What follows belongs to an exercise in optimizing a design on an open flow for small area, a short achievable clock period and few clock cycles per item; a production flow would make more cautious choices. Function was not checked in any run shown here: the RTL went through the layout flow alone.

==> flow/design.v <==
package skf_pkg;
  localparam int unsigned DataW   = 32;
  localparam int unsigned CfgIdxW = 1;
  localparam logic [DataW-1:0] ProcessNoiseRst     = 32'd655;
  localparam logic [DataW-1:0] MeasurementNoiseRst = 32'd6554;
endpackage
module scalar_kalman_filter #(
  parameter int unsigned FRAC_BITS = 16
) (
  input  logic        clk_i,
  input  logic        rst_ni,
  input  logic        cfg_valid_i,
  output logic        cfg_ready_o,
  input  logic [0:0]  cfg_index_i,
  input  logic [31:0] cfg_data_i,
  input  logic        s_axis_tvalid,
  output logic        s_axis_tready,
  input  logic [31:0] s_axis_tdata,
  input  logic        s_axis_tuser,
  output logic        m_axis_tvalid,
  input  logic        m_axis_tready,
  output logic [31:0] m_axis_tdata
);
  logic        first_q, step_q, last_q, s2_q;
  logic        first_d, step_d, last_d;
  logic [3:0]  cnt_q;
  logic        tready_q, out_valid_q, primed_q, pone_q, pass_q, rz_q, force_q;
  logic [31:0] q_q, r_q;
  logic [32:0] zd_q;
  logic [31:0] pp_q;
  logic [33:0] rem_q;
  logic [47:0] accp_q, accx_q;
  logic        is_first, is_step, is_last, is_s2;
  logic        stall, take, rz, force_one, b, sub;
  logic [31:0] p_cur, x_cur, pp_now;
  logic [33:0] da, db, dc, dsum, dcar, dres, rem_d;
  logic [47:0] xa, xt, xs, pa, pt, ps;
  logic        xcin, pcin, pcout;
  assign cfg_ready_o   = 1'b1;
  assign s_axis_tready = tready_q;
  assign m_axis_tvalid = out_valid_q;
  assign m_axis_tdata  = accx_q[47:16];
  assign is_first = first_q;
  assign is_step  = step_q;
  assign is_last  = last_q;
  assign is_s2    = s2_q;
  assign stall = out_valid_q && !m_axis_tready;
  assign take  = tready_q && s_axis_tvalid;
  assign rz        = rz_q;
  assign force_one = force_q;
  assign p_cur     = pone_q ? 32'h0001_0000 : accp_q[47:16];
  assign x_cur     = accx_q[47:16];
  assign sub = is_first || !rem_q[33];
  assign da  = is_first ? {2'b00, p_cur} : {rem_q[32:0], 1'b0};
  assign db  = is_first ? {2'b00, q_q}   : ({2'b00, pp_q} ^ {34{sub}});
  assign dc  = {2'b00, r_q} ^ {34{sub}};
  assign dsum = da ^ db ^ dc;
  assign dcar = {(da[32:0] & db[32:0]) | (da[32:0] & dc[32:0]) | (db[32:0] & dc[32:0]),
                 sub && !is_first};
  skf_add #(.W(34)) u_dadd (.a_i(dsum), .b_i(dcar), .c_i(sub), .s_o(dres), .c_o());
  assign rem_d = (is_first && pcout) ? {2'b00, ~r_q} : dres;
  assign b = !rem_q[33] && !force_one;
  always_comb begin
    xcin = 1'b0;
    if (is_first) begin
      xa   = {{15{zd_q[32]}}, zd_q};
      xt   = ~{{16{x_cur[31]}}, x_cur};
      xcin = 1'b1;
    end else begin
      xa = is_s2 ? {{15{x_cur[31]}}, x_cur, 1'b0} : {accx_q[46:0], 1'b0};
      xt = (is_s2 && force_one) ? {{14{zd_q[32]}}, zd_q, 1'b0}
         : (b ? {{15{zd_q[32]}}, zd_q} : 48'd0);
    end
  end
  skf_add #(.W(48)) u_xadd (.a_i(xa), .b_i(xt), .c_i(xcin), .s_o(xs), .c_o());
  always_comb begin
    if (is_first) begin
      pa   = {16'd0, p_cur};
      pt   = {16'd0, q_q};
      pcin = 1'b0;
    end else begin
      pa   = is_s2 ? (rz ? 48'd0 : {15'd0, pp_q, 1'b0}) : {accp_q[46:0], 1'b0};
      pt   = b ? ~{16'd0, pp_q} : 48'd0;
      pcin = b;
    end
  end
  skf_add #(.W(48)) u_padd (.a_i(pa), .b_i(pt), .c_i(pcin), .s_o(ps), .c_o());
  assign pcout  = ps[32];
  assign pp_now = pcout ? 32'hFFFF_FFFF : ps[31:0];
  assign first_d = (take && !s_axis_tuser) || (first_q && stall);
  assign step_d  = (first_q && !stall) || (step_q && (cnt_q != 4'd14));
  assign last_d  = step_q && (cnt_q == 4'd14);
  always_ff @(posedge clk_i or negedge rst_ni) begin
    if (!rst_ni) begin
      first_q     <= 1'b0;
      step_q      <= 1'b0;
      last_q      <= 1'b0;
      s2_q        <= 1'b0;
      cnt_q       <= 4'd0;
      rz_q        <= 1'b0;
      force_q     <= 1'b0;
      tready_q    <= 1'b1;
      out_valid_q <= 1'b0;
      primed_q    <= 1'b0;
      pone_q      <= 1'b1;
      pass_q      <= 1'b0;
      q_q         <= skf_pkg::ProcessNoiseRst;
      r_q         <= skf_pkg::MeasurementNoiseRst;
    end else begin
      first_q  <= first_d;
      step_q   <= step_d;
      last_q   <= last_d;
      s2_q     <= first_q && !stall;
      tready_q <= !first_d && !step_d;
      cnt_q    <= is_step ? cnt_q + 4'd1 : 4'd0;
      if (cfg_valid_i) begin
        if (cfg_index_i[0]) begin
          r_q  <= cfg_data_i;
          rz_q <= (cfg_data_i == 32'd0);
        end else begin
          q_q <= cfg_data_i;
        end
      end
      if (is_last)             out_valid_q <= 1'b1;
      else if (m_axis_tready)  out_valid_q <= 1'b0;
      if (take) begin
        if (s_axis_tuser) begin
          primed_q <= 1'b0;
          pone_q   <= 1'b1;
        end else begin
          primed_q <= 1'b1;
          pass_q   <= !primed_q;
          force_q  <= !primed_q || rz_q;
        end
      end
      if (is_first && !stall && !pass_q) pone_q <= 1'b0;
    end
  end
  always_ff @(posedge clk_i) begin
    rem_q <= rem_d;
    if (tready_q) zd_q <= {s_axis_tdata[31], s_axis_tdata};
    else if (is_first && !stall) zd_q <= xs[32:0];
    if (is_first) pp_q <= pp_now;
    if (is_step || is_last) begin
      accx_q <= xs;
      if (!pass_q) accp_q <= ps;
    end
  end
endmodule
module skf_add #(
  parameter int unsigned W = 32
) (
  input  logic [W-1:0] a_i,
  input  logic [W-1:0] b_i,
  input  logic         c_i,
  output logic [W-1:0] s_o,
  output logic         c_o
);
  logic [W:0] g, p;
  always_comb begin
    g = {a_i & b_i, c_i};
    p = {a_i ^ b_i, 1'b0};
    for (int d = 1; d <= W; d = d * 2) begin
      for (int i = 2 * d - 1; i <= W; i = i + 2 * d) begin
        g[i] = g[i] | (p[i] & g[i - d]);
        p[i] = p[i] & p[i - d];
      end
    end
    for (int d = 64; d >= 1; d = d / 2) begin
      for (int i = 3 * d - 1; i <= W; i = i + 2 * d) begin
        g[i] = g[i] | (p[i] & g[i - d]);
        p[i] = p[i] & p[i - d];
      end
    end
  end
  assign s_o = a_i ^ b_i ^ g[W-1:0];
  assign c_o = g[W];
endmodule
==> flow/run.sh <==
#!/bin/bash
# synth_recipe.tcl (not shown) runs the flow's synth.tcl, then flattens the netlist and writes it again
# the make line also repeats each setting of config.mk as NAME=value (left out here)
make -C /OpenROAD-flow-scripts/flow DESIGN_CONFIG=/design/flow/config.mk WORK_HOME=/design/flow/orfs CLKGATE_MAP_FILE= SYNTH_SCRIPT=/design/flow/synth_recipe.tcl finish
==> flow/config.mk <==
export PLATFORM = sky130hd
export DESIGN_NAME = scalar_kalman_filter
export DESIGN_NICKNAME = scalar_kalman_filter
export VERILOG_FILES = /design/flow/design.v
export SDC_FILE = /design/flow/constraint.sdc
export NUM_CORES = 4
export LEC_CHECK = 0
export CAP_MARGIN = 20
export CORE_MARGIN = 2
export CORE_UTILIZATION = 40
export SETUP_SLACK_MARGIN = 5
export SLEW_MARGIN = 20
==> flow/constraint.sdc <==
create_clock -name core_clock -period 11.0 [get_ports {clk_i}]
set_input_delay 2.2000 -clock core_clock [delete_from_list [all_inputs] [get_ports {clk_i}]]
set_output_delay 2.2000 -clock core_clock [all_outputs]
set_load 0.01 [all_outputs]
==> flow_summary_export.csv, run 1 <==
group,metric,value,unit
routing,wl_per_cell,21.15,µm
placed_design,gp_congestion,0.8687,
yosys,yosys_most_used_dff,"edfxtp_1",
yosys,synth-warning-count,3,
critical_path,cp.required,11.43,ns
yosys,synthesis.nets,2137,
floorplanning,die_height,225.3,µm
critical_path,critical-path-slowest-cell,"dfrtp_4",
floorplanning,start_util,0.4025,
worst_hold_path,hp-class,"flip-flop to flip-flop",
clocking,clk_latency,0.54,ns
floorplanning,io_pins,106,
routing,dr_wl_met2,24.05,mm
floorplanning,fp.dieArea,0.05074,mm²
timing,slew-limit-headroom,0.3267,
critical_path,arrival,6.18,ns
global_routing,antenna_found_initial,1,
timing,period_needed,5.749,ns
routing,wl_met1,25.55,mm
yosys,yosysSeqAreaShare,0.3836,
yosys,synthTopCellsByArea,"edfxtp_1, fa_1, dfrtp_1",
routing,routed-via-count,14308,
timing,finClkSkew,0.02530,ns
timing,report.final.slew_viol_count,0,
routing,wl_met3,3.129,mm
yosys,avgSynthCellArea,10.61,µm²
outcome,status,"no timing/DRC/antenna violations",
placed_design,dp_hpwl,38.54,mm
critical_path,cp-end-kind,"flip-flop",
clocking,cts_hold_buf,0,
yosys,synthArstFlopShare,0.2883,
routing,drt_first_pass_iters,5,
timing,min_period_over_period,0.5226,
finish,drive_gt1_frac,0.1214,
floorplanning,die_w,225.3,µm
routing,drt-initial-drc-count,1265,
placed_design,numPortBuffers,104,
finish,area_growth,14.12,%
clocking,cts_root_buffer,"clkbuf_16",
global_routing,grt_max_degree,106,
timing,timing.hold.ws,0.4778,ns
yosys,synth_edf_count,161,
timing,setup_viol,0,
global_routing,grt_pass1_vias,14589,
global_routing,grt_pass1_wl,83.37,mm
clocking,cts_tree,"yes",
critical_path,crit_chain,"inv_6, buf_8, nor2_2, buf_4, a222oi_1, inv_1, ha_1, nor3_1, a211oi_4, a32oi_2, a2111oi_4, nor2_2, fa_1, xor2_4, inv_1, nand2_1, buf_6, nand2_1, o21ai_0",
flow_run,max_cap_violations,0,
yosys,yosys.area.top_type,"edfxtp_1",
routing,routed_via_density,5.609,
clocking,clkSlewWorstSetupHoldPaths,0.06,ns
clocking,cts_buffers,36,
critical_path,critPathKind,"flip-flop to flip-flop",
timing,rsz0062_at_grt,"false",
critical_path,cpPeakStageDelay,0.63,ns
timing,worst_slew_pin_slew,1.010,ns
critical_path,worstPathMaxFanout,46,
yosys,ys_types,84,
finish,final_common_cell,"edfxtp_1",
timing,tns,0,ns
yosys,synth-seq-cells,274,
floorplanning,rows,81,
yosys,synth_area,0.01958,mm²
clocking,clock_path_buffers,3,
clocking,clock_sinks,274,
global_routing,grt_overflow,0,
routing,drtAntennaViolNets,0,
global_routing,grt_util_all_layers,0.2126,
routing,finalWirelength,53.95,mm
timing,fmax,0.1740,GHz
yosys,synth_top_cell_area_share,0.2469,
finish,fin_nets,2194,
critical_path,critPathLaunchType,"flip-flop",
routing,top_layer,"met4",
yosys,postSynthCellCount,1845,
floorplanning,core-area,0.04865,mm²
timing,hold_viol_final,0,
clocking,htreeDepth,2,
routing,drc,0,
finish,mostFrequentLayoutCells,"edfxtp_1, nand2_1, inv_1",
==> area by class of cell <==
type | instances | area (µm²)
multi-input cells | 1312 | 11030
well taps | 622 | 778.2
repair inverters | 1 | 5.005
flip-flops and latches | 274 | 7517
diodes | 1 | 2.502
fillers | 4511 | 26300
inverters | 144 | 549.3
clock buffers | 56 | 1087
clock inverters | 8 | 63.81
repair buffers | 133 | 1316
==> state kept, by name, indices dropped and copies added (netlist names) <==
signal	cells
accp_q	48
accx_q	48
cnt_q	4
first_q	1
force_q	1
last_q	1
out_valid_q	1
pass_q	1
pone_q	1
pp_q	32
primed_q	1
q_q	32
r_q	32
rem_q	34
rz_q	1
s2_q	1
step_q	1
tready_q	1
zd_q	33
==> kinds of logic after synthesis <==
logic type                 synth area share
AOI/OAI and AO/OA                    0.1568
and+or+nand+nor                     0.08920
muxes                               0.07604
buffers and inverters               0.05629
adders and majority gates            0.1773
xor gates and xnor gates            0.06064
DFF                                  0.3836
other                             0.0001915
==> final timing paths <==
| path | start | endpoint | slack [ns] | cells past startpoint |
|---|---|---|---|---|
| max in group asynchronous | rst_ni | q_q[24]$_DFFE_PN0P_ | 8.33 | 2 |
| max reg2reg | first_q$_DFF_PN0_ | rem_q[30]$_DFF_P_ | 5.25 | 19 |
| max | first_q$_DFF_PN0_ | rem_q[30]$_DFF_P_ | 5.25 | 19 |
| min | last_q$_DFF_PN0_ | out_valid_q$_DFFE_PN0P_ | 0.48 | 1 |
| min in group asynchronous | rst_ni | r_q[2]$_DFFE_PN0P_ | 1.65 | 1 |
| min reg2reg | last_q$_DFF_PN0_ | out_valid_q$_DFFE_PN0P_ | 0.48 | 1 |
==> what timing repair did <==
action                     CTS  global route
setup endpoints to repair   36            36
gates cloned                 0             1
buffers inserted             0             5
gates resized for setup      6             7
pin swaps                    1             3
hold endpoints to repair     0             0
==> through the flow <==
step / instance area, µm² / util / std cells / setup slack, ns
finish: 22350 / 0.4593 / 2551 / 5.251
floorplan: 19580 / - / 1845 / 5.437
CTS: 22240 / 0.4571 / 2543 / 5.056
detailed placement: 21060 / 0.4328 / 2479 / 4.521
global route: 22350 / 0.4593 / 2551 / 5.019
global placement: 21060 / 0.4328 / 2479 / 4.714
==> worst max-delay path: cells and delay by family (launching register included) <==
family | cells | cell delay [ns]
compound gates | 5 | 1.63
fa+ha+maj | 2 | 0.82
simple gates | 5 | 0.54
flops | 1 | 0.63
xor+xnor | 1 | 0.37
buf+inv | 6 | 1.57
==> synthesized netlist by cell type (63+ instances only) <==
cell type  count
dfrtp_1       64
a21oi_1       85
clkbuf_1      64
xnor2_1       80
nor2_1        63
o21ai_0      133
fa_1          94
inv_1        142
mux2_2        86
nand2_1      158
ha_1         127
edfxtp_1     161
==> layer usage <==
layer | vias up | GRT usage
li1 | 6685 | -
met1 | 7148 | 0.3052
met2 | 401 | 0.3328
met3 | 74 | 0.03559
met4 | 0 | 0.05576
met5 | - | 0
==> run 2, diff against run 1 <==
--- a/flow/design.v
+++ b/flow/design.v
@@ -22,8 +22,13 @@
   output logic [31:0] m_axis_tdata
 );
-  logic        first_q, step_q, last_q, s2_q;
-  logic        first_d, step_d, last_d;
+  typedef enum logic [1:0] {
+    S_IDLE,
+    S_FIRST,
+    S_STEP,
+    S_LAST
+  } state_e;
+  state_e      state_q, state_d;
   logic [3:0]  cnt_q;
-  logic        tready_q, out_valid_q, primed_q, pone_q, pass_q, rz_q, force_q;
+  logic        tready_q, out_valid_q, primed_q, pone_q, pass_q;
   logic [31:0] q_q, r_q;
   logic [32:0] zd_q;
@@ -41,12 +46,12 @@
   assign m_axis_tvalid = out_valid_q;
   assign m_axis_tdata  = accx_q[47:16];
-  assign is_first = first_q;
-  assign is_step  = step_q;
-  assign is_last  = last_q;
-  assign is_s2    = s2_q;
+  assign is_first = (state_q == S_FIRST);
+  assign is_step  = (state_q == S_STEP);
+  assign is_last  = (state_q == S_LAST);
+  assign is_s2    = is_step && (cnt_q == 4'd0);
   assign stall = out_valid_q && !m_axis_tready;
   assign take  = tready_q && s_axis_tvalid;
-  assign rz        = rz_q;
-  assign force_one = force_q;
+  assign rz        = (r_q == 32'd0);
+  assign force_one = rz || pass_q;
   assign p_cur     = pone_q ? 32'h0001_0000 : accp_q[47:16];
   assign x_cur     = accx_q[47:16];
@@ -88,16 +93,20 @@
   assign pcout  = ps[32];
   assign pp_now = pcout ? 32'hFFFF_FFFF : ps[31:0];
-  assign first_d = (take && !s_axis_tuser) || (first_q && stall);
-  assign step_d  = (first_q && !stall) || (step_q && (cnt_q != 4'd14));
-  assign last_d  = step_q && (cnt_q == 4'd14);
+  always_comb begin
+    state_d = state_q;
+    case (state_q)
+      S_IDLE, S_LAST: begin
+        if (take && !s_axis_tuser) state_d = S_FIRST;
+        else                       state_d = S_IDLE;
+      end
+      S_FIRST: if (!stall) state_d = S_STEP;
+      S_STEP:  if (cnt_q == 4'd14) state_d = S_LAST;
+      default: state_d = S_IDLE;
+    endcase
+  end
   always_ff @(posedge clk_i or negedge rst_ni) begin
     if (!rst_ni) begin
-      first_q     <= 1'b0;
-      step_q      <= 1'b0;
-      last_q      <= 1'b0;
-      s2_q        <= 1'b0;
+      state_q     <= S_IDLE;
       cnt_q       <= 4'd0;
-      rz_q        <= 1'b0;
-      force_q     <= 1'b0;
       tready_q    <= 1'b1;
       out_valid_q <= 1'b0;
@@ -108,17 +117,10 @@
       r_q         <= skf_pkg::MeasurementNoiseRst;
     end else begin
-      first_q  <= first_d;
-      step_q   <= step_d;
-      last_q   <= last_d;
-      s2_q     <= first_q && !stall;
-      tready_q <= !first_d && !step_d;
+      state_q  <= state_d;
+      tready_q <= (state_d == S_IDLE) || (state_d == S_LAST);
       cnt_q    <= is_step ? cnt_q + 4'd1 : 4'd0;
       if (cfg_valid_i) begin
-        if (cfg_index_i[0]) begin
-          r_q  <= cfg_data_i;
-          rz_q <= (cfg_data_i == 32'd0);
-        end else begin
-          q_q <= cfg_data_i;
-        end
+        if (cfg_index_i[0]) r_q <= cfg_data_i;
+        else                q_q <= cfg_data_i;
       end
       if (is_last)             out_valid_q <= 1'b1;
@@ -131,5 +133,4 @@
           primed_q <= 1'b1;
           pass_q   <= !primed_q;
-          force_q  <= !primed_q || rz_q;
         end
       end
==> flow_summary_export.csv, run 2 <==
group,metric,value,unit
outcome,status,"no timing/DRC/antenna violations",
critical_path,worstPathMaxFanout,32,
timing,tns,0,ns
routing,wl_per_cell,20.76,µm
global_routing,grt_max_degree,93,
finish,diodes,0,
critical_path,cp.required,11.29,ns
floorplanning,die_w,223.3,µm
floorplanning,start_util,0.4039,
finish,fin_nets,2156,
finish,reg.largest.list,"accp_q x48, accx_q x48, rem_q x34",
worst_hold_path,hp-class,"flip-flop to flip-flop",
timing,fmax,0.1760,GHz
worst_hold_path,min_from,"primed_q$_DFFE_PN0P_",
yosys,synthTopCellsByCount,"o21ai_0, nand2_1, edfxtp_1",
placed_design,dp_hpwl,36.02,mm
yosys,synth-seq-cells,270,
critical_path,critPathKind,"flip-flop to flip-flop",
timing,worst_slew_pin_slew,1.029,ns
placed_design,dp.cells,2431,
floorplanning,core-area,0.04765,mm²
timing,setup_viol,0,
global_routing,grt_use_met3,0.03991,
routing,routed-via-count,14170,
yosys,synth-warning-count,3,
finish,drive_gt1_frac,0.1305,
floorplanning,rows,80,
global_routing,grtUsageMet1,0.2778,
yosys,synth_area,0.01924,mm²
global_routing,grt_pass1_vias,14559,
global_routing,grt_overflow,0,
floorplanning,io_pins,106,
timing,min_period_over_period,0.5167,
yosys,synth_top_cell_area_share,0.2513,
floorplanning,die_height,223.3,µm
timing,slew-limit-headroom,0.3137,
global_routing,antenna_found_initial,0,
yosys,yosysMostFrequentCell,"o21ai_0",
timing,hold_viol_final,0,
yosys,yosys_most_used_dff,"edfxtp_1",
critical_path,critical_path.startpoint,"r_q[24]$_DFFE_PN0P_",
routing,drc,0,
clocking,cts_buffers,34,
routing,routed_via_density,5.668,
finish,area_growth,14.50,%
timing,period_needed,5.683,ns
floorplanning,fp.dieArea,0.04988,mm²
global_routing,grt_pass1_wl,81.09,mm
timing,rsz0062_at_grt,"false",
yosys,avgSynthCellArea,10.61,µm²
yosys,synthesis.nets,2110,
yosys,ys_types,72,
yosys,synthTopCellsByArea,"edfxtp_1, fa_1, ha_1",
routing,drt-initial-drc-count,1073,
yosys,yosys.area.top_type,"edfxtp_1",
clocking,cts_hold_buf,0,
finish,mostFrequentLayoutCells,"o21ai_0, nand2_1, edfxtp_1",
yosys,postSynthCellCount,1813,
clocking,htreeDepth,2,
yosys,synth_edf_count,161,
flow_run,max_cap_violations,0,
placed_design,gp_congestion,0.8882,
critical_path,critPathLaunchType,"flip-flop",
critical_path,cp-end-kind,"flip-flop",
timing,finClkSkew,0.01553,ns
global_routing,grt-busiest-layer,"met2",
timing,report.final.slew_viol_count,0,
critical_path,r2r_start,"r_q[24]$_DFFE_PN0P_",
clocking,cts_tree,"yes",
routing,drt_first_pass_iters,6,
finish,final_common_cell,"o21ai_0",
clocking,cts_root_buffer,"clkbuf_16",
clocking,clock_sinks,270,
global_routing,grtUsageMet2,0.3387,
routing,finalWirelength,51.90,mm
finish,instances_no_fill,2500,
clocking,clkSlewWorstSetupHoldPaths,0.06,ns
clocking,clk_latency,0.54,ns
yosys,yosysSeqAreaShare,0.3851,
global_routing,grt_util_all_layers,0.2068,
clocking,clock_path_buffers,3,
critical_path,arrival,5.97,ns
yosys,synthArstFlopShare,0.2778,
placed_design,numPortBuffers,104,
routing,drtAntennaViolNets,0,
-- run 2: kinds of logic after synthesis --
kind of cell | share of synthesized area
AO/OA/AOI/OAI | 0.1592
AND/OR/NAND/NOR | 0.08772
flip-flops | 0.3851
buffers and inverters | 0.05124
adder cells (fa/ha/maj) | 0.1844
XOR/XNOR | 0.06008
multiplexers | 0.07205
other | 0.0001949
-- run 2: timing repair --
item                                    4_1_cts  5_1_grt
endpoints found under the setup margin       68       87
setup buffers                                 1        2
pin swaps                                     0        2
resized for setup                            13       20
cloned                                        2        1
-- run 2: layer usage --
metal	vias up	share of wire
met2	430	0.47
met3	76	0.062
met4	0	0.026
met1	7074	0.44
met5	-	0
li1	6590	-
-- run 2: critical path, stage by stage, from the launching register on --
cell and delay [ns]:
dfrtp_1 0.44, nor4_2 0.40, nand4_1 0.28, buf_4 0.23, o21bai_2 0.27, and2_1 0.19
buf_6 0.28, a221oi_1 0.14, a21oi_1 0.18, ha_1 0.30, a21o_1 0.21, a21o_1 0.19
a221oi_2 0.37, o21bai_1 0.13, a211o_1 0.35, or2_2 0.30, nand2_1 0.10, o21ai_0 0.16
a31o_2 0.30, fa_1 0.42, xor2_1 0.16
-- run 2: worst paths after layout --
kind / to / slack [ns] / cells after the start
min in group asynchronous: q_q[19]$_DFFE_PN0P_ / 1.43 / 1
max: accx_q[42]$_DFFE_PN_ / 5.32 / 20
min reg2reg: pass_q$_DFFE_PN0P_ / 0.47 / 1
min: pass_q$_DFFE_PN0P_ / 0.47 / 1
max reg2reg: accx_q[42]$_DFFE_PN_ / 5.32 / 20
max in group asynchronous: q_q[6]$_DFFE_PN0P_ / 8.70 / 2
-- run 2: per-stage QoR --
| step | utilization | instance area [µm²] | worst slack (ns) | hold WS, ns |
|---|---|---|---|---|
| 3_3_place_gp | 0.4346 | 20700 | 4.359 | 0.4338 |
| 5_1_grt | 0.4624 | 22030 | 4.969 | 0.4884 |
| 4_1_cts | 0.4591 | 21870 | 5.014 | 0.4499 |
| 6_report | 0.4624 | 22030 | 5.317 | 0.4698 |
| 2_1_floorplan | - | 19250 | 5.343 | 0.4178 |
| 3_5_place_dp | 0.4346 | 20700 | 4.198 | 0.4439 |
-- run 2: area by class of cell --
class | count | area, µm²
clock inverters | 16 | 92.59
well taps | 615 | 769.5
flip-flops and latches | 270 | 7412
multi-input cells | 1317 | 11060
fillers | 4482 | 25610
clock buffers | 46 | 958.4
repair buffers | 129 | 1334
repair inverters | 1 | 5.005
inverters | 106 | 404.1

static timing again, ports no longer ideal:
The results above use ideal ports. As a check the final layouts listed here were re-extracted and re-timed, cells and wires unchanged. Step 1 sets driving cells, clkbuf_16 on the clock port and buf_2 on the other inputs (assumed; they add their load-dependent delay and slew). Step 2 moves the port delays by t, midway between the first and last clock arrival at a register: inputs arrive t later, outputs are due t later. That takes back most of the time a late clock gives input paths. a / b / c = ideal ports / drivers / drivers and shift; a / b = the first two.
run | t (ns) | slack for setup (ns) | slew at the worst register clock pin (ns) | worst slew at a driven data input, ns
run 1 | 0.582 | 5.251 / 5.251 / 5.251 | 0.06 / 0.06 | 0.09
run 2 | 0.592 | 5.317 / 5.317 / 5.317 | 0.06 / 0.06 | 0.06
After both steps every run listed still meets setup and hold.
